What follows belongs to an exercise in optimizing a design on an open flow for small area, a short achievable clock period and few clock cycles per item; a production flow would make more cautious choices. The RTL was checked by simulation tests, not by an equivalence proof against the original design. No activity file was given, so power comes from the tool's default toggle rates.

$ cat flow/config.mk
export PLATFORM = sky130hd
export DESIGN_NAME = mesh_router
export DESIGN_NICKNAME = mesh_router
export VERILOG_FILES = /design/flow/design.v
export SDC_FILE = /design/flow/constraint.sdc
export NUM_CORES = 4
export LEC_CHECK = 0
export CAP_MARGIN = 20
export CORE_MARGIN = 2
export CORE_UTILIZATION = 50
export SLEW_MARGIN = 20
$ cat flow/constraint.sdc
create_clock -name core_clock -period 5.0 [get_ports {clk}]
set_input_delay 1.0000 -clock core_clock [delete_from_list [all_inputs] [get_ports {clk}]]
set_output_delay 1.0000 -clock core_clock [all_outputs]
set_load 0.01 [all_outputs]
$ cat flow/design.v
`timescale 1ns/1ps
package router_pkg;
  localparam int NUM_PORTS = 5;
  typedef enum logic [2:0] {
    PORT_UP    = 3'd0,
    PORT_DOWN  = 3'd1,
    PORT_LEFT  = 3'd2,
    PORT_RIGHT = 3'd3,
    PORT_LOCAL = 3'd4
  } port_e;
  typedef logic [NUM_PORTS-1:0] port_mask_t;
  localparam int FLIT_W = 64;
  typedef logic [FLIT_W-1:0] flit_t;
  localparam int X_DIR_BIT = 62;
  localparam int Y_DIR_BIT = 61;
  localparam int HOP_W = 4;
  localparam int HOP_X_LSB = 52;
  localparam int HOP_Y_LSB = 48;
endpackage
`timescale 1ns/1ps
module flit_buffer #(
  parameter router_pkg::flit_t CONST_MASK = '0,
  parameter router_pkg::flit_t CONST_VAL  = '0
) (
  input  logic              clk,
  input  logic              reset,
  input  logic              in_valid,
  input  router_pkg::flit_t in_data,    
  output logic              in_ready,
  output logic              out_valid,
  output router_pkg::flit_t out_data,
  input  logic              out_ready
);
  logic  full;
  logic  hold;
  router_pkg::flit_t data_q;
  assign hold      = full & ~out_ready;
  assign in_ready  = ~hold;
  assign out_valid = full;
  always_ff @(posedge clk or posedge reset) begin
    if (reset) begin
      full <= 1'b0;
    end else begin
      full <= hold | in_valid;
    end
  end
  for (genvar b = 0; b < router_pkg::FLIT_W; b++) begin : g_bit
    if (CONST_MASK[b]) begin : g_const
      assign out_data[b] = CONST_VAL[b];
    end else begin : g_reg
      always_ff @(posedge clk) begin
        data_q[b] <= (hold & data_q[b]) | in_data[b];
      end
      assign out_data[b] = data_q[b];
    end
  end
endmodule
`timescale 1ns/1ps
module input_port (
  input  logic                   in_valid,
  input  router_pkg::flit_t      in_flit,
  output router_pkg::port_mask_t route_req,
  output router_pkg::flit_t      flit_x,      
  output router_pkg::flit_t      flit_y       
);
  logic [router_pkg::HOP_W-1:0] hop_x;
  logic [router_pkg::HOP_W-1:0] hop_y;
  logic                         x_left;
  logic                         y_left;
  assign hop_x  = in_flit[router_pkg::HOP_X_LSB +: router_pkg::HOP_W];
  assign hop_y  = in_flit[router_pkg::HOP_Y_LSB +: router_pkg::HOP_W];
  assign x_left = |hop_x;
  assign y_left = |hop_y;
  always_comb begin
    route_req = '0;
    route_req[router_pkg::PORT_LEFT]  = in_valid &  x_left &  in_flit[router_pkg::X_DIR_BIT];
    route_req[router_pkg::PORT_RIGHT] = in_valid &  x_left & ~in_flit[router_pkg::X_DIR_BIT];
    route_req[router_pkg::PORT_DOWN]  = in_valid & ~x_left &  y_left &  in_flit[router_pkg::Y_DIR_BIT];
    route_req[router_pkg::PORT_UP]    = in_valid & ~x_left &  y_left & ~in_flit[router_pkg::Y_DIR_BIT];
    route_req[router_pkg::PORT_LOCAL] = in_valid & ~x_left & ~y_left;
  end
  always_comb begin
    flit_x = in_flit;
    flit_y = in_flit;
    flit_x[router_pkg::HOP_X_LSB +: router_pkg::HOP_W] = hop_x - 1'b1;
    flit_y[router_pkg::HOP_Y_LSB +: router_pkg::HOP_W] = hop_y - 1'b1;
  end
endmodule
`timescale 1ns/1ps
module rr_arbiter #(
  parameter int NUM_REQ = 5
) (
  input  logic               clk,
  input  logic               reset,
  output logic [NUM_REQ*NUM_REQ-1:0] beats   
);
  logic [NUM_REQ-1:0] ptr;
  always_comb begin
    for (int k = 0; k < NUM_REQ; k++) begin
      for (int i = 0; i < NUM_REQ; i++) begin
        beats[k*NUM_REQ+i] = 1'b0;
        for (int m = 0; m < NUM_REQ; m++) begin
          if (k != i && ((k - m + NUM_REQ) % NUM_REQ) < ((i - m + NUM_REQ) % NUM_REQ)) begin
            beats[k*NUM_REQ+i] = beats[k*NUM_REQ+i] | ptr[m];
          end
        end
      end
    end
  end
  always_ff @(posedge clk or posedge reset) begin
    if (reset) begin
      ptr <= NUM_REQ'(1);
    end else begin
      ptr <= {ptr[NUM_REQ-2:0], ptr[NUM_REQ-1]};
    end
  end
endmodule
`timescale 1ns/1ps
module output_port #(
  parameter int                NUM_REQ    = 5,
  parameter router_pkg::flit_t CONST_MASK = '0,
  parameter router_pkg::flit_t CONST_VAL  = '0
) (
  input  logic                   clk,
  input  logic                   reset,
  input  router_pkg::port_mask_t req,
  input  logic [NUM_REQ*NUM_REQ-1:0] beats,    
  input  logic [NUM_REQ*router_pkg::FLIT_W-1:0] flits,
  output router_pkg::port_mask_t grant,
  output logic                   out_valid,
  output router_pkg::flit_t      out_flit,
  input  logic                   out_ready
);
  logic [NUM_REQ-1:0] arb_grant;
  logic               buf_ready;
  router_pkg::flit_t  sel_flit;
  always_comb begin
    for (int i = 0; i < NUM_REQ; i++) begin
      arb_grant[i] = req[i];
      for (int k = 0; k < NUM_REQ; k++) begin
        if (k != i) arb_grant[i] = arb_grant[i] & ~(req[k] & beats[k*NUM_REQ+i]);
      end
    end
  end
  assign grant = buf_ready ? arb_grant : '0;
  always_comb begin
    sel_flit = '0;
    for (int i = 0; i < NUM_REQ; i++) begin
      sel_flit = sel_flit | ({router_pkg::FLIT_W{grant[i]}} & flits[i*router_pkg::FLIT_W +: router_pkg::FLIT_W]);
    end
  end
  flit_buffer #(
    .CONST_MASK (CONST_MASK),
    .CONST_VAL  (CONST_VAL)
  ) u_buf (
    .clk       (clk),
    .reset     (reset),
    .in_valid  (|grant),
    .in_data   (sel_flit),
    .in_ready  (buf_ready),
    .out_valid (out_valid),
    .out_data  (out_flit),
    .out_ready (out_ready)
  );
endmodule
`timescale 1ns/1ps
module mesh_router (
  input  logic                   clk,
  input  logic                   reset,
  input  router_pkg::port_mask_t in_valid,
  input  logic [router_pkg::NUM_PORTS*router_pkg::FLIT_W-1:0] in_flit,
  output router_pkg::port_mask_t in_ready,
  output router_pkg::port_mask_t out_valid,
  output logic [router_pkg::NUM_PORTS*router_pkg::FLIT_W-1:0] out_flit,
  input  router_pkg::port_mask_t out_ready
);
  localparam int NP = router_pkg::NUM_PORTS;
  localparam int W  = router_pkg::FLIT_W;
  localparam router_pkg::flit_t HX_MASK = router_pkg::flit_t'(4'hf) << router_pkg::HOP_X_LSB;
  localparam router_pkg::flit_t HY_MASK = router_pkg::flit_t'(4'hf) << router_pkg::HOP_Y_LSB;
  localparam router_pkg::flit_t XD_BIT  = router_pkg::flit_t'(1) << router_pkg::X_DIR_BIT;
  localparam router_pkg::flit_t YD_BIT  = router_pkg::flit_t'(1) << router_pkg::Y_DIR_BIT;
  router_pkg::port_mask_t route_req [NP];
  logic [NP*W-1:0]        flit_x;
  logic [NP*W-1:0]        flit_y;
  logic [NP*W-1:0]        flit_l;
  router_pkg::port_mask_t grant [NP];
  router_pkg::port_mask_t out_req [NP];
  logic [NP*NP-1:0]       beats;
  rr_arbiter #(
    .NUM_REQ (NP)
  ) u_pri (
    .clk   (clk),
    .reset (reset),
    .beats (beats)
  );
  for (genvar i = 0; i < NP; i++) begin : g_in
    input_port u_in (
      .in_valid  (in_valid[i]),
      .in_flit   (in_flit[i*W +: W]),
      .route_req (route_req[i]),
      .flit_x    (flit_x[i*W +: W]),
      .flit_y    (flit_y[i*W +: W])
    );
  end
  assign flit_l = in_flit;
  always_comb begin
    in_ready = '0;
    for (int i = 0; i < NP; i++) begin
      for (int j = 0; j < NP; j++) begin
        out_req[j][i] = route_req[i][j];
        in_ready[i]   = in_ready[i] | grant[j][i];
      end
    end
  end
  for (genvar j = 0; j < NP; j++) begin : g_out
    localparam bit IS_X = (j == router_pkg::PORT_LEFT || j == router_pkg::PORT_RIGHT);
    localparam bit IS_Y = (j == router_pkg::PORT_UP   || j == router_pkg::PORT_DOWN);
    localparam router_pkg::flit_t C_MASK = IS_X ? XD_BIT : IS_Y ? (YD_BIT | HX_MASK) : (HX_MASK | HY_MASK);
    localparam router_pkg::flit_t C_VAL  = (j == router_pkg::PORT_LEFT) ? XD_BIT :
                                           (j == router_pkg::PORT_DOWN) ? YD_BIT : '0;
    output_port #(
      .NUM_REQ    (NP),
      .CONST_MASK (C_MASK),
      .CONST_VAL  (C_VAL)
    ) u_out (
      .clk       (clk),
      .reset     (reset),
      .req       (out_req[j]),
      .beats     (beats),
      .flits     (IS_X ? flit_x : IS_Y ? flit_y : flit_l),
      .grant     (grant[j]),
      .out_valid (out_valid[j]),
      .out_flit  (out_flit[j*W +: W]),
      .out_ready (out_ready[j])
    );
  end
endmodule
$ cat flow/flow/run.sh
#!/bin/bash
set -euo pipefail
export BUFFER_PORTS_ARGS="-buffer_cell sky130_fd_sc_hd__buf_1"
bash standard.sh synth > synth.log 2>&1
bash standard.sh finish > finish.log 2>&1
$ cat flow/standard.sh
#!/bin/bash
# synth_recipe.tcl (not shown) runs the flow's synth.tcl, then flattens the netlist and writes it again
# the make line also repeats each setting of config.mk as NAME=value (left out here)
make -C /OpenROAD-flow-scripts/flow DESIGN_CONFIG=/design/flow/config.mk WORK_HOME=/design/flow/orfs CLKGATE_MAP_FILE= SYNTH_SCRIPT=/design/flow/synth_recipe.tcl "${@:-finish}"
==> results of run 1 <==
-- kinds of logic (layout without fill, tap and decap cells) --
family                     after synthesis  in the layout  synth area share, %
adders and majority gates               10             10                0.692
DFF                                    310            310                 34.6
other                                    2             38               0.0416
buffers and inverters                  277            786                 7.33
xor gates and xnor gates                20             20                0.969
and+or+nand+nor                        535            535                 15.8
AOI/OAI and AO/OA                      943            943                 40.5
-- state kept, by name, summed over array words and instances (netlist names) --
name	flops
g_out.u_out.u_buf.full	5
u_pri.ptr	5
g_out.u_out.u_buf.data_q	300
-- through the flow --
step           total power, mW  worst slack, ns  hold slack (ns)  cell area [um2]
6_report                  7.16            0.549            0.395            21700
5_1_grt                   7.32            0.452            0.435            21700
4_1_cts                   7.08            0.597            0.399            21700
3_5_place_dp              4.34            0.625            0.478            20500
3_3_place_gp              4.32            0.619            0.457            20500
2_1_floorplan             3.62             1.04            0.349            18100
-- Yosys cell counts (all sizes together), types with 5 or more instances --
library cell  count
a22oi           745
dfxtp           300
nand3           229
clkbuf          129
nand2           118
buf             113
o211ai           57
a222oi           55
nor2             36
inv              35
nor3             27
nand4            24
nor4             23
a22o             22
xor2             19
nand2b           12
a21oi            10
ha               10
dfrtp             9
nor3b             9
and3              8
or3b              8
a211o             7
and2              7
nor2b             6
o22ai             6
a2111oi           5
nand4bb           5
o2111ai           5
-- layer usage --
metal  global-route usage, %  part of all wire, %
met1                    60.1                   33
met2                    74.1                   42
met3                    17.0                   16
met4                    40.0                  9.1
met5                       0                0.055
-- worst max-delay path, cell delays in order --
cell and delay, ns:
buf_1 0.09, inv_1 0.10, ha_1 0.28, nand4bb_1 0.42, nor3_2 0.23, buf_4 0.19, a22o_1 0.18, a2111oi_4 0.05
nor4_1 0.63, nand2b_1 0.12, buf_1 0.16
-- power breakdown --
group / internal, mW / switching (mW)
Clock: 1.65 / 1.15
Combinational: 0.467 / 1.02
Sequential: 2.72 / 0.153
-- final cells by class --
type	count	area (um2)	share of cell area, %
Multi-Input combinational cell	1528	10800	49.5
Sequential cell	310	6260	28.8
Tap cell	461	577	2.65
Antenna cell	18	45.0	0.207
Timing Repair Buffer	685	2750	12.6
Clock inverter	12	116	0.535
Inverter	35	131	0.604
Clock buffer	54	1110	5.12
-- final timing paths --
| path | end | cells past startpoint |
|---|---|---|
| min in group core_clock | g_out[0].u_out.u_buf.data_q[36] | 2 |
| setup reg to reg | g_out[0].u_out.u_buf.data_q[41] | 7 |
| hold / removal | g_out[2].u_out.u_buf.full | 2 |
| max in group asynchronous | u_pri.ptr[0] | 2 |
| hold reg to reg | g_out[0].u_out.u_buf.data_q[36] | 2 |
| setup / recovery | in_ready[4] | 11 |
==> results.toml, run 1 <==
[yosys]
ys_seq_area_share_pct = 34.6
synth_edf_count = 0
synthCells = 2097
synth_top_area_share_pct = 33.2
ys_ff_latch = 310
ys.flop_type = "dfxtp_1"
yosysUniqueCellTypes = 80
synthesis.area_mm2 = 0.0181
ys_top_cells_by_area = "dfxtp_1, a22oi_1, nand3_1"
synthArstFlopShare_pct = 3.23
synth.avg_cell_area_um2 = 8.62
ys_warn_count = 17
yosys.area.top_type = "dfxtp_1"

[global_route]
grt.overflow.total = 0
grt_max_degree = 65
grt_first_pass_wirelength_mm = 146
grt_use_total_pct = 50.4
antenna_found_initial = 20
grt_pass1_vias = 22400

[setup_path]
r2r_setup_slack_ns = 1.49
critPathCaptureType = "output port"
worstSetupPathType = "in2out"
startpoint = "in_flit[52]"
cp_max_fo = 6
cp.arrival_ns = 3.45
worstPathRequired_ns = 4.00
r2r_start = "u_pri.ptr[3]"
crit_path_start_kind = "primary input"

[floorplan]
initial_core_util_pct = 50.8
rows = 69
die_w_um = 194
die_h_um = 194
die_area_mm2 = 0.0377
core_area_mm2 = 0.0356
pin_count = 662

[sta]
min_period_ns = 4.45
fin_tns_setup_ns = 0
drv_slew = 0
worstMarginPinSlew_ns = 1.19
finClkSkew_ns = 0.0189
slew_headroom_pct = 20.5
setup_viol = 0
max_freq_mhz = 225
grt_setup_unrepaired = "false"
finalHoldViolCount = 0
post-route-period-util_pct = 89.0

[clocking]
ctsResizeCount = 0
cts-root-buf = "clkbuf_16"
cts.path.max_buffers = 3
post-cts-setup-buffers = 0
insertion_delay_ns = 0.56
hold_buffers = 0
cts_buffers = 37
htreeDepth = 2
clock_sinks = 310
cts_tree = "built"
path_clk_slew_ns = 0.06

[routing]
vias = 23700
wl_per_cell_um = 32.6
wirelength_mm = 101
vias_per_cell = 7.64
drtAntennaViolNets = 0
drt_pre_antenna_iters = 9
drt_first_iter_violations = 3905
drc_errors = 0

[place]
io_buffers = 641
gp_congestion = 1.06
post-dp-hpwl_mm = 60.4
dp.cells = 3019

[status]
status = "complete, no violations"

[cells_and_area]
drive_gt1_share_pct = 5.95
layout_common_cells = "a22oi_1, buf_1, dfxtp_1, nand3_1, nand2_1"
final_nets = 2939
area_growth_pct = 20.3
nFillCells = 3293
layoutNonFillerInstCount = 3103
final_common_cell = "a22oi_1"
final_util_pct = 61.1

[pwr]
pwr_density_cell_mw_per_mm2 = 329
ir_drop_v = 0.000300
p_leak_nw = 7.50

[flow_run]
max_cap_viol_count = 0

[hold_path]
hp-class = "in2async"
Testbench counts, summed over its fixed seeds: cycles 2,947, flits 8,000.
==> run 2: changes to the inputs <==
--- a/flow/design.v
+++ b/flow/design.v
@@ -19,6 +19,7 @@
 endpackage
 `timescale 1ns/1ps
 module flit_buffer #(
+  parameter int                DEC_LSB    = -1,
   parameter router_pkg::flit_t CONST_MASK = '0,
   parameter router_pkg::flit_t CONST_VAL  = '0
 ) (
@@ -34,6 +35,7 @@
   logic  full;
   logic  hold;
   router_pkg::flit_t data_q;
+  router_pkg::flit_t data_o;
   assign hold      = full & ~out_ready;
   assign in_ready  = ~hold;
   assign out_valid = full;
@@ -46,12 +48,18 @@
   end
   for (genvar b = 0; b < router_pkg::FLIT_W; b++) begin : g_bit
     if (CONST_MASK[b]) begin : g_const
-      assign out_data[b] = CONST_VAL[b];
+      assign data_o[b] = CONST_VAL[b];
     end else begin : g_reg
       always_ff @(posedge clk) begin
         data_q[b] <= (hold & data_q[b]) | in_data[b];
       end
-      assign out_data[b] = data_q[b];
+      assign data_o[b] = data_q[b];
+    end
+  end
+  always_comb begin
+    out_data = data_o;
+    if (DEC_LSB >= 0) begin
+      out_data[DEC_LSB +: router_pkg::HOP_W] = data_o[DEC_LSB +: router_pkg::HOP_W] - 1'b1;
     end
   end
 endmodule
@@ -59,18 +67,12 @@
 module input_port (
   input  logic                   in_valid,
   input  router_pkg::flit_t      in_flit,
-  output router_pkg::port_mask_t route_req,
-  output router_pkg::flit_t      flit_x,      
-  output router_pkg::flit_t      flit_y       
-);
-  logic [router_pkg::HOP_W-1:0] hop_x;
-  logic [router_pkg::HOP_W-1:0] hop_y;
-  logic                         x_left;
-  logic                         y_left;
-  assign hop_x  = in_flit[router_pkg::HOP_X_LSB +: router_pkg::HOP_W];
-  assign hop_y  = in_flit[router_pkg::HOP_Y_LSB +: router_pkg::HOP_W];
-  assign x_left = |hop_x;
-  assign y_left = |hop_y;
+  output router_pkg::port_mask_t route_req
+);
+  logic x_left;
+  logic y_left;
+  assign x_left = |in_flit[router_pkg::HOP_X_LSB +: router_pkg::HOP_W];
+  assign y_left = |in_flit[router_pkg::HOP_Y_LSB +: router_pkg::HOP_W];
   always_comb begin
     route_req = '0;
     route_req[router_pkg::PORT_LEFT]  = in_valid &  x_left &  in_flit[router_pkg::X_DIR_BIT];
@@ -78,12 +80,6 @@
     route_req[router_pkg::PORT_DOWN]  = in_valid & ~x_left &  y_left &  in_flit[router_pkg::Y_DIR_BIT];
     route_req[router_pkg::PORT_UP]    = in_valid & ~x_left &  y_left & ~in_flit[router_pkg::Y_DIR_BIT];
     route_req[router_pkg::PORT_LOCAL] = in_valid & ~x_left & ~y_left;
-  end
-  always_comb begin
-    flit_x = in_flit;
-    flit_y = in_flit;
-    flit_x[router_pkg::HOP_X_LSB +: router_pkg::HOP_W] = hop_x - 1'b1;
-    flit_y[router_pkg::HOP_Y_LSB +: router_pkg::HOP_W] = hop_y - 1'b1;
   end
 endmodule
 `timescale 1ns/1ps
@@ -118,6 +114,7 @@
 `timescale 1ns/1ps
 module output_port #(
   parameter int                NUM_REQ    = 5,
+  parameter int                DEC_LSB    = -1,
   parameter router_pkg::flit_t CONST_MASK = '0,
   parameter router_pkg::flit_t CONST_VAL  = '0
 ) (
@@ -150,6 +147,7 @@
     end
   end
   flit_buffer #(
+    .DEC_LSB    (DEC_LSB),
     .CONST_MASK (CONST_MASK),
     .CONST_VAL  (CONST_VAL)
   ) u_buf (
@@ -181,9 +179,6 @@
   localparam router_pkg::flit_t XD_BIT  = router_pkg::flit_t'(1) << router_pkg::X_DIR_BIT;
   localparam router_pkg::flit_t YD_BIT  = router_pkg::flit_t'(1) << router_pkg::Y_DIR_BIT;
   router_pkg::port_mask_t route_req [NP];
-  logic [NP*W-1:0]        flit_x;
-  logic [NP*W-1:0]        flit_y;
-  logic [NP*W-1:0]        flit_l;
   router_pkg::port_mask_t grant [NP];
   router_pkg::port_mask_t out_req [NP];
   logic [NP*NP-1:0]       beats;
@@ -198,12 +193,9 @@
     input_port u_in (
       .in_valid  (in_valid[i]),
       .in_flit   (in_flit[i*W +: W]),
-      .route_req (route_req[i]),
-      .flit_x    (flit_x[i*W +: W]),
-      .flit_y    (flit_y[i*W +: W])
+      .route_req (route_req[i])
     );
   end
-  assign flit_l = in_flit;
   always_comb begin
     in_ready = '0;
     for (int i = 0; i < NP; i++) begin
@@ -221,6 +213,7 @@
                                            (j == router_pkg::PORT_DOWN) ? YD_BIT : '0;
     output_port #(
       .NUM_REQ    (NP),
+      .DEC_LSB    (IS_X ? router_pkg::HOP_X_LSB : IS_Y ? router_pkg::HOP_Y_LSB : -1),
       .CONST_MASK (C_MASK),
       .CONST_VAL  (C_VAL)
     ) u_out (
@@ -228,7 +221,7 @@
       .reset     (reset),
       .req       (out_req[j]),
       .beats     (beats),
-      .flits     (IS_X ? flit_x : IS_Y ? flit_y : flit_l),
+      .flits     (in_flit),
       .grant     (grant[j]),
       .out_valid (out_valid[j]),
       .out_flit  (out_flit[j*W +: W]),
==> flow/flow/run.sh (replaced) <==
#!/bin/bash
# Layout flow: the standard synthesis script with a different ABC mapping
# script (classic load-aware "map" instead of "&nf"; registers are untouched),
# then the standard layout with plain buffers on the ports.
set -euo pipefail
W=$PWD
export MY_ABC_SCRIPT=$W/flow/abc_map.script
export BUFFER_PORTS_ARGS="-buffer_cell sky130_fd_sc_hd__buf_1"
# standard.sh's own make call, for the synth target, with this flow's script
sed -e "s#SYNTH_SCRIPT=[^ ]*#SYNTH_SCRIPT=$W/flow/synth.tcl#" \
    -e 's#"${@:-finish}"#synth#' standard.sh > own_synth.sh
bash own_synth.sh > synth.log 2>&1
bash standard.sh finish > finish.log 2>&1
==> flow/flow/abc_map.script (new file) <==
strash
dch
map -D 1000
topo
stime -c
dnsize -c -D 1000
==> flow/flow/synth.tcl (new file) <==
# synth_recipe.tcl with every abc call given this flow's mapping script
proc abc {args} {
  set i [lsearch -exact $args -script]
  if {$i >= 0} { lset args [expr {$i + 1}] $::env(MY_ABC_SCRIPT) }
  yosys abc {*}$args
}
source [file join [file dirname [file dirname [file normalize [info script]]]] synth_recipe.tcl]
--- a/flow/config.mk
+++ b/flow/config.mk
@@ -8,4 +8,6 @@
 export CAP_MARGIN = 20
 export CORE_MARGIN = 2
 export CORE_UTILIZATION = 50
+export CTS_BUF_LIST = sky130_fd_sc_hd__clkbuf_4 sky130_fd_sc_hd__clkbuf_8
+export SETUP_SLACK_MARGIN = 1.5
 export SLEW_MARGIN = 20
==> results.toml, run 2 <==
[pwr]
power.internal_mw = 4.62
p_leak_nw = 7.62
sequentialPowerShare_pct = 41.2
switching_power_mw = 2.35
pwr_density_cell_mw_per_mm2 = 308
pwr-share-comb_pct = 21.8
ir_drop_v = 0.000264
clkPwrFrac_pct = 37.0
power.share.switching_pct = 33.7

[clocking]
hold_buffers = 0
cts_buffers = 54
insertion_delay_ns = 0.68
cts-root-buf = "clkbuf_8"
path_clk_slew_ns = 0.06
cts.path.max_buffers = 3
htreeDepth = 2
cts_tree = "built"
clock_sinks = 310

[setup_path]
cp_cell_sequence = "buf_8, buf_6, nor2_4, nand2_2, nor2_4, nand3_4, buf_4, o22ai_4, nor3_4, nor3_2, nand3_1, buf_6"
critical_path.max_stage_delay_ns = 0.24
cp_max_fo = 5
worstPathRequired_ns = 4.00
slowest_stage = "nor3_2"
rr_worst_depth = 11
worstSetupPathType = "in2out"
cp.arrival_ns = 2.63
crit_path_start_kind = "primary input"
critPathCaptureType = "output port"

[sta]
finalHoldViolCount = 0
post-route-period-util_pct = 72.5
fin_hold_ws_ns = 0.260
slew_headroom_pct = 22.7
drv_slew = 0
max_freq_mhz = 276
worstMarginPinSlew_ns = 1.16
fin_tns_setup_ns = 0
grt_setup_unrepaired = "true"
min_period_ns = 3.63
setup_viol = 0
finClkSkew_ns = 0.0410

[global_route]
antenna_found_initial = 4
grt_first_pass_wirelength_mm = 145
grt_max_degree = 64
grt.overflow.total = 0
grt_use_total_pct = 50.2
grt_pass1_vias = 22600

[yosys]
synthCells = 2180
synth_edf_count = 0
yosysMostFrequentCell = "a22oi_1"
yosysUniqueCellTypes = 31
ys_top_cells_by_area = "dfxtp_1, a22oi_1, buf_4"
ys_seq_area_share_pct = 34.3
yosys.area.top_type = "dfxtp_1"
synthesis.area_mm2 = 0.0183
synth_commonest_cells = "a22oi_1, dfxtp_1, buf_4"
synth.avg_cell_area_um2 = 8.38
ys_ff_latch = 310
ys_warn_count = 17
synthArstFlopShare_pct = 3.23
ys.flop_type = "dfxtp_1"
synth_top_area_share_pct = 32.9

[floorplan]
die_area_mm2 = 0.0381
initial_core_util_pct = 50.4
die_w_um = 195
die_h_um = 195
pin_count = 662
core_area_mm2 = 0.0363
rows = 70

[place]
io_buffers = 641
placed_area_mm2 = 0.0201
gp_congestion = 0.968
dp.cells = 3106
post-dp-hpwl_mm = 62.1

[cells_and_area]
final_common_cell = "a22oi_1"
layout_common_cells = "a22oi_1, buf_1, dfxtp_1, nand2_1, nand3_1"
post-route-cell-area_mm2 = 0.0226
drive_gt1_share_pct = 14.1
final_util_pct = 62.3
nFillCells = 3417
regMostFlops = "g_out.u_out.u_buf.data_q"
area_growth_pct = 23.7
layoutNonFillerInstCount = 3270
largest_register_ffs = 300
top_regs = "g_out.u_out.u_buf.data_q: 300 flops, g_out.u_out.u_buf.full: 5 flops, u_pri.ptr: 5 flops"
final_nets = 3093

[routing]
drtAntennaViolNets = 0
drt_first_iter_violations = 3478
drt_pre_antenna_iters = 10
wirelength_mm = 101
wl_per_cell_um = 31.0
vias_per_cell = 7.30
vias = 23900
drc_errors = 0

[flow_run]
max_cap_viol_count = 0

[hold_path]
hp-class = "in2async"

[status]
status = "complete, no violations"
[run 2: cell count changes after synthesis, moves of 62 or more]
| cell | delta |
|---|---|
| nand2_1 | +86 |
| buf_2 | -66 |
| buf_4 | +223 |
| o2111ai_1 | +117 |
| clkbuf_1 | -129 |
| clkinv_1 | +127 |
| a22oi_1 | -62 |
[run 2: layer usage]
metal,routed length (um),track usage (%),vias up
met1,33900,60.7,11100
met5,0,0,-
met2,42400,74.5,2408
li1,-,-,9704
met4,9470,39.2,0
met3,15600,15.2,676
[run 2: power groups by stage]
| stage | combinational [mW] | sequential (mW) | clock [mW] |
|---|---|---|---|
| after detailed placement | 1.39 | 2.91 | 0 |
| after floorplan | 0.984 | 2.87 | 0 |
| after CTS | 1.45 | 2.86 | 2.56 |
| after global placement | 1.37 | 2.91 | 0 |
| final | 1.52 | 2.87 | 2.58 |
| after global routing | 1.58 | 2.89 | 2.66 |
[run 2: final cells by class]
class,count,area (um2),share of cell area [%]
Multi-Input combinational cell,1509,10600,46.9
Sequential cell,310,6260,27.7
Timing Repair Buffer,755,3470,15.3
Clock buffer,87,1050,4.63
Tap cell,468,586,2.59
Inverter,127,520,2.30
Clock inverter,7,104,0.459
Antenna cell,7,17.5,0.0775
[run 2: metrics by stage]
stage / worst slack [ns] / total power, mW
2_1_floorplan: -4.77 / 3.85
3_3_place_gp: 0.812 / 4.28
3_5_place_dp: 0.827 / 4.30
4_1_cts: 1.42 / 6.88
5_1_grt: 1.31 / 7.13
6_report: 1.37 / 6.97
[run 2: worst paths after layout]
kind                                              endpoint  slack, ns                             from
min in group core_clock    g_out[0].u_out.u_buf.data_q[28]       0.48  g_out[0].u_out.u_buf.data_q[28]
min                                           u_pri.ptr[4]       0.26                            reset
max                                            in_ready[1]       1.37                     in_flit[246]
min reg2reg                g_out[0].u_out.u_buf.data_q[28]       0.48  g_out[0].u_out.u_buf.data_q[28]
max in group asynchronous                     u_pri.ptr[0]       4.45                            reset
max reg2reg                 g_out[4].u_out.u_buf.data_q[5]       1.90                     u_pri.ptr[1]
[run 2: logic make-up (layout without fill, tap and decap cells)]
family                     count (synthesis)  count (layout)  share of synthesized area, %
AOI/OAI and AO/OA                        954             954                          39.4
xor gates and xnor gates                   8               8                         0.384
adders and majority gates                  4               4                         0.274
buffers and inverters                    380             976                          13.0
DFF                                      310             310                          34.3
other                                      2              27                        0.0411
and+or+nand+nor                          522             523                          12.6
[run 2: critical path, delay by kind of cell]
kind / cells / cell delay (ns)
AND/OR/NAND/NOR: 7 / 0.93
AO/OA/AOI/OAI: 1 / 0.14
buffers and inverters: 4 / 0.55
[run 2: repair_timing]
item,4_1_cts,5_1_grt
pin swaps,34,26
endpoints found under the setup margin,5,5
hold endpoints to repair,0,0
setup buffers,42,19
cloned,2,0
gates resized for setup,176,43
Testbench counts of run 2, summed over its fixed seeds: cycles 2,947, flits 8,000.
==> run 3: changes to the inputs <==
--- a/flow/design.v
+++ b/flow/design.v
@@ -18,50 +18,35 @@
   localparam int HOP_Y_LSB = 48;
 endpackage
 `timescale 1ns/1ps
-module flit_buffer #(
-  parameter int                DEC_LSB    = -1,
-  parameter router_pkg::flit_t CONST_MASK = '0,
-  parameter router_pkg::flit_t CONST_VAL  = '0
-) (
-  input  logic              clk,
-  input  logic              reset,
-  input  logic              in_valid,
-  input  router_pkg::flit_t in_data,    
-  output logic              in_ready,
-  output logic              out_valid,
-  output router_pkg::flit_t out_data,
-  input  logic              out_ready
-);
-  logic  full;
-  logic  hold;
-  router_pkg::flit_t data_q;
-  router_pkg::flit_t data_o;
-  assign hold      = full & ~out_ready;
-  assign in_ready  = ~hold;
-  assign out_valid = full;
-  always_ff @(posedge clk or posedge reset) begin
-    if (reset) begin
-      full <= 1'b0;
-    end else begin
-      full <= hold | in_valid;
-    end
-  end
-  for (genvar b = 0; b < router_pkg::FLIT_W; b++) begin : g_bit
-    if (CONST_MASK[b]) begin : g_const
-      assign data_o[b] = CONST_VAL[b];
-    end else begin : g_reg
-      always_ff @(posedge clk) begin
-        data_q[b] <= (hold & data_q[b]) | in_data[b];
-      end
-      assign data_o[b] = data_q[b];
-    end
-  end
-  always_comb begin
-    out_data = data_o;
-    if (DEC_LSB >= 0) begin
-      out_data[DEC_LSB +: router_pkg::HOP_W] = data_o[DEC_LSB +: router_pkg::HOP_W] - 1'b1;
-    end
-  end
+module flit_buffer (
+  input  logic                   clk,
+  input  router_pkg::port_mask_t sel,
+  input  router_pkg::port_mask_t d,
+  input  logic                   hold,
+  output logic                   q
+);
+  logic lo_n;
+  logic hi_n;
+  flit_aoi u_lo (
+    .a ({sel[2:0]}),
+    .b ({d[2:0]}),
+    .y (lo_n)
+  );
+  flit_aoi u_hi (
+    .a ({hold, sel[4:3]}),
+    .b ({q,    d[4:3]}),
+    .y (hi_n)
+  );
+  always_ff @(posedge clk) begin
+    q <= ~(lo_n & hi_n);
+  end
+endmodule
+module flit_aoi (
+  input  logic [2:0] a,
+  input  logic [2:0] b,
+  output logic       y
+);
+  assign y = ~|(a & b);
 endmodule
 `timescale 1ns/1ps
 module input_port (
@@ -128,9 +113,11 @@
   output router_pkg::flit_t      out_flit,
   input  logic                   out_ready
 );
+  localparam int W = router_pkg::FLIT_W;
   logic [NUM_REQ-1:0] arb_grant;
-  logic               buf_ready;
-  router_pkg::flit_t  sel_flit;
+  logic               full;
+  logic               hold;
+  router_pkg::flit_t  data_o;
   always_comb begin
     for (int i = 0; i < NUM_REQ; i++) begin
       arb_grant[i] = req[i];
@@ -139,27 +126,39 @@
       end
     end
   end
-  assign grant = buf_ready ? arb_grant : '0;
-  always_comb begin
-    sel_flit = '0;
-    for (int i = 0; i < NUM_REQ; i++) begin
-      sel_flit = sel_flit | ({router_pkg::FLIT_W{grant[i]}} & flits[i*router_pkg::FLIT_W +: router_pkg::FLIT_W]);
-    end
-  end
-  flit_buffer #(
-    .DEC_LSB    (DEC_LSB),
-    .CONST_MASK (CONST_MASK),
-    .CONST_VAL  (CONST_VAL)
-  ) u_buf (
-    .clk       (clk),
-    .reset     (reset),
-    .in_valid  (|grant),
-    .in_data   (sel_flit),
-    .in_ready  (buf_ready),
-    .out_valid (out_valid),
-    .out_data  (out_flit),
-    .out_ready (out_ready)
-  );
+  assign hold      = full & ~out_ready;
+  assign grant     = hold ? '0 : arb_grant;
+  assign out_valid = full;
+  always_ff @(posedge clk or posedge reset) begin
+    if (reset) begin
+      full <= 1'b0;
+    end else begin
+      full <= hold | (|grant);
+    end
+  end
+  for (genvar b = 0; b < W; b++) begin : g_bit
+    if (CONST_MASK[b]) begin : g_const
+      assign data_o[b] = CONST_VAL[b];
+    end else begin : g_reg
+      router_pkg::port_mask_t d;
+      for (genvar i = 0; i < NUM_REQ; i++) begin : g_d
+        assign d[i] = flits[i*W + b];
+      end
+      flit_buffer u_bit (
+        .clk  (clk),
+        .sel  (grant),
+        .d    (d),
+        .hold (hold),
+        .q    (data_o[b])
+      );
+    end
+  end
+  always_comb begin
+    out_flit = data_o;
+    if (DEC_LSB >= 0) begin
+      out_flit[DEC_LSB +: router_pkg::HOP_W] = data_o[DEC_LSB +: router_pkg::HOP_W] - 1'b1;
+    end
+  end
 endmodule
 `timescale 1ns/1ps
 module mesh_router (
==> flow/flow/run.sh (replaced) <==
#!/bin/bash
# Layout flow: the standard synthesis script with two changes to the
# technology mapping only (registers are untouched):
#  - the output-register bit cells (flit_buffer, flit_aoi) are kept as modules
#    through ABC and mapped on their own, then flattened as usual;
#  - the rest is mapped with ABC's classic load-aware "map" instead of "&nf".
# Then the standard layout, with plain buffers on the ports.
set -euo pipefail
W=$PWD
export SYNTH_KEEP_MODULES="flit_buffer flit_aoi"
export DP_ABC_SCRIPT=$W/flow/abc_bit.script
export MY_ABC_SCRIPT=$W/flow/abc_map.script
export BUFFER_PORTS_ARGS="-buffer_cell sky130_fd_sc_hd__buf_1"
# standard.sh's own make call, for the synth target, with this flow's script
sed -e "s#SYNTH_SCRIPT=[^ ]*#SYNTH_SCRIPT=$W/flow/synth.tcl#" \
    -e 's#"${@:-finish}"#synth#' standard.sh > own_synth.sh
bash own_synth.sh > synth.log 2>&1
bash standard.sh finish > finish.log 2>&1
==> flow/flow/abc_bit.script (new file) <==
&get -n
&st
&dch
&nf
&st
&syn2
&if -g -K 6
&synch2
&nf
&st
&syn2
&if -g -K 6
&synch2
&nf
&st
&syn2
&if -g -K 6
&synch2
&nf
&st
&syn2
&if -g -K 6
&synch2
&nf
&st
&syn2
&if -g -K 6
&synch2
&nf
&put
buffer -c
topo
stime -c
upsize -c
dnsize -c
==> flow/flow/synth.tcl (replaced) <==
# synth_recipe.tcl, with the abc call split: the kept bit-cell modules get
# their own mapping script, the rest gets this flow's mapping script
proc abc {args} {
  set i [lsearch -exact $args -script]
  set a_bit $args
  set a_top $args
  lset a_bit [expr {$i + 1}] $::env(DP_ABC_SCRIPT)
  lset a_top [expr {$i + 1}] $::env(MY_ABC_SCRIPT)
  yosys abc {*}$a_bit flit_buffer flit_aoi
  yosys abc {*}$a_top mesh_router
}
source [file join [file dirname [file dirname [file normalize [info script]]]] synth_recipe.tcl]
--- a/flow/config.mk
+++ b/flow/config.mk
@@ -8,6 +8,8 @@
 export CAP_MARGIN = 20
 export CORE_MARGIN = 2
 export CORE_UTILIZATION = 50
-export CTS_BUF_LIST = sky130_fd_sc_hd__clkbuf_4 sky130_fd_sc_hd__clkbuf_8
+export CTS_BUF_LIST = sky130_fd_sc_hd__clkbuf_8 sky130_fd_sc_hd__clkbuf_16
+export CTS_CLUSTER_DIAMETER = 100
+export CTS_CLUSTER_SIZE = 30
 export SETUP_SLACK_MARGIN = 1.5
 export SLEW_MARGIN = 20
==> results.toml, run 3 <==
[setup_path]
worstPathRequired_ns = 4.00
crit_path_start_kind = "primary input"
critical_path.max_stage_delay_ns = 0.23
slowest_stage = "nor4_2"
cp_max_fo = 4
worstSetupPathType = "in2out"
cp_cell_sequence = "buf_2, nor2_2, nand2_4, nor2_4, nand2_1, nor2_4, buf_6, a2111oi_4, buf_4, nor4_2, nand2_1, buf_6"
critPathCaptureType = "output port"
cp.arrival_ns = 2.63

[routing]
drc_errors = 0
wl_per_cell_um = 34.0
drtAntennaViolNets = 0
vias = 21500
vias_per_cell = 7.87
wirelength_mm = 92.9
drt_first_iter_violations = 6857
drt_pre_antenna_iters = 15

[cells_and_area]
regMostFlops = "g_out.u_out.g_bit.g_reg.u_bit.q"
top_regs = "g_out.u_out.g_bit.g_reg.u_bit.q: 300 flops, g_out.u_out.full: 5 flops, u_pri.ptr: 5 flops"
final_common_cell = "buf_1"
largest_register_ffs = 300
area_growth_pct = 19.3
final_util_pct = 60.2
final_nets = 2608
layoutNonFillerInstCount = 2731
drive_gt1_share_pct = 11.0
post-route-cell-area_mm2 = 0.0200
layout_common_cells = "buf_1, a222oi_1, nand2_1, dfxtp_1, buf_4"

[yosys]
yosys.area.top_type = "a222oi_1"
synth.avg_cell_area_um2 = 9.47
ys_ff_latch = 310
ys.flop_type = "dfxtp_1"
ys_top_cells_by_area = "a222oi_1, dfxtp_1, buf_4"
ys_seq_area_share_pct = 37.3
synth_commonest_cells = "a222oi_1, nand2_1, dfxtp_1"
synth_top_area_share_pct = 35.8
synthesis.area_mm2 = 0.0168
yosysUniqueCellTypes = 26
synth_edf_count = 0
ys_warn_count = 13
synthCells = 1773
yosysMostFrequentCell = "a222oi_1"
synthArstFlopShare_pct = 3.23

[global_route]
met2_usage_pct = 74.6
grt.overflow.total = 0
grt_first_pass_wirelength_mm = 132
grt_pass1_vias = 19300
grt_use_met3_pct = 12.0
antenna_found_initial = 6
grt_use_met1_pct = 63.6
grt_use_total_pct = 49.2
grt_busiest_layer = "met2"
grt_max_degree = 65

[clocking]
cts-root-buf = "clkbuf_16"
htreeDepth = 1
hold_buffers = 0
cts_buffers = 15
insertion_delay_ns = 0.53
path_clk_slew_ns = 0.11
cts.path.max_buffers = 3
cts_tree = "built"
clock_sinks = 310

[place]
pre_cts_slack_ns = 0.773
post-dp-hpwl_mm = 56.0
dp.cells = 2668
io_buffers = 641
placed_area_mm2 = 0.0186
gp_congestion = 1.01

[floorplan]
die_w_um = 187
core_area_mm2 = 0.0333
rows = 67
die_h_um = 187
pin_count = 662
die_area_mm2 = 0.0351
initial_core_util_pct = 50.4

[sta]
finalHoldViolCount = 0
fin_tns_setup_ns = 0
setup_ws_ns = 1.37
min_period_ns = 3.63
post-route-period-util_pct = 72.6
worstMarginPinSlew_ns = 1.17
drv_slew = 0
finClkSkew_ns = 0.0267
slew_headroom_pct = 21.8
grt_setup_unrepaired = "true"
fin_hold_ws_ns = 0.409
max_freq_mhz = 275
setup_viol = 0

[pwr]
pwr_density_cell_mw_per_mm2 = 294
ir_drop_v = 0.000293
p_leak_nw = 7.54
p_total_mw = 5.88

[flow_run]
max_cap_viol_count = 0

[hold_path]
hp-class = "in2async"

[status]
status = "complete, no violations"
-- run 3: cell types whose count changed after synthesis, moves of 32 or more --
cell	change
a21oi_1	-32
a222oi_1	+600
a22oi_1	-680
a32oi_1	-38
clkinv_1	-60
nand2_1	+140
nand3_1	-165
o2111ai_1	-120
-- run 3: final timing paths --
| kind | from | to | slack (ns) | depth (start not counted) |
|---|---|---|---|---|
| setup reg to reg | u_pri.ptr[1] | g_out[3].u_out.g_bit[52].g_reg.u_bit.q | 1.83 | 8 |
| hold reg to reg | g_out[4].u_out.g_bit[35].g_reg.u_bit.q | g_out[4].u_out.g_bit[35].g_reg.u_bit.q | 0.49 | 2 |
| min in group core_clock | g_out[4].u_out.g_bit[35].g_reg.u_bit.q | g_out[4].u_out.g_bit[35].g_reg.u_bit.q | 0.49 | 2 |
| hold / removal | reset | g_out[2].u_out.full | 0.41 | 2 |
| max in group asynchronous | reset | u_pri.ptr[0] | 4.28 | 2 |
| setup / recovery | in_flit[55] | in_ready[3] | 1.37 | 12 |
-- run 3: cells by family (layout without fill, tap and decap cells) --
family	Yosys count	in the layout	share of synthesized area, %
AO/OA/AOI/OAI	661	661	38.1
AND/OR/NAND/NOR	468	468	11.0
flip-flops	310	310	37.3
other	2	26	0.0447
adder cells (fa/ha/maj)	4	4	0.298
buffers and inverters	320	806	12.8
XOR/XNOR	8	8	0.417
-- run 3: where the power goes --
part	internal (mW)	total (mW)	leakage [nW]	switching [mW]
Sequential	2.72	2.87	2.59	0.152
Combinational	0.467	1.47	4.72	1.01
Clock	0.631	1.54	0.239	0.910
Total	3.82	5.88	7.54	2.07
-- run 3: per-module statistics from Yosys (local to each module, per instance) --
module	times used	flops+latches
mesh_router	1	10
flit_aoi	600	0
flit_buffer	300	1
-- run 3: worst max-delay path, delay by kind of cell --
family / cells / cell delay, ns
AND/OR/NAND/NOR: 7 / 0.97
AO/OA/AOI/OAI: 1 / 0.07
buffers and inverters: 4 / 0.58
-- run 3: layout make-up --
type / count / area, um2
sequential: 310 / 6260
fill: 3132 / 13300
tap: 448 / 561
clock buffer: 15 / 375
antenna: 6 / 15.0
inverter: 67 / 272
multi-input combinational: 1161 / 9320
timing repair buffer: 717 / 3110
clock inverter: 7 / 104
-- run 3: what timing repair did --
action | CTS | global route
pin swaps | 29 | 29
setup buffers | 18 | 17
endpoints found under the setup margin | 5 | 5
resized for setup | 137 | 61
-- run 3: metal layers --
metal	share of wire, %	wire length, um	vias to the layer above
met3	18	16300	479
met5	0.024	22	-
met1	32	29500	9997
met2	42	38800	2381
met4	8.9	8240	4
li1	-	-	8635
Testbench counts of run 3, summed over its fixed seeds: cycles 2,947, flits 8,000.

-- static timing again, ports no longer ideal --
How much do the figures lean on ideal ports? The routed layouts below were timed once more, with nothing changed but the port constraints. Step 1: set_driving_cell puts a clkbuf_16 on clk and a buf_2 on each other input, an assumption about the parent block. Step 2 also shifts input and output timing later by t, the mid clock arrival at the registers, as if the neighbouring blocks saw the same clock. a / b / c = ideal ports / drivers / drivers and shift; a / b = the first two.
run | shift t [ns] | setup slack, ns | latest minus earliest clock arrival (ns) | slew at the worst register clock pin (ns)
run 1 | 0.613 | 0.549 / 0.528 / 0.528 | 0.024 / 0.024 | 0.06 / 0.06
run 2 | 0.716 | 1.373 / 1.330 / 1.180 | 0.043 / 0.043 | 0.07 / 0.07
run 3 | 0.579 | 1.370 / 1.317 / 1.188 | 0.036 / 0.037 | 0.12 / 0.12
After both steps every run listed still meets setup and hold. For run 2, which loses most, drivers alone change the setup slack by -0.043 ns; drivers and shift together by -0.193 ns.
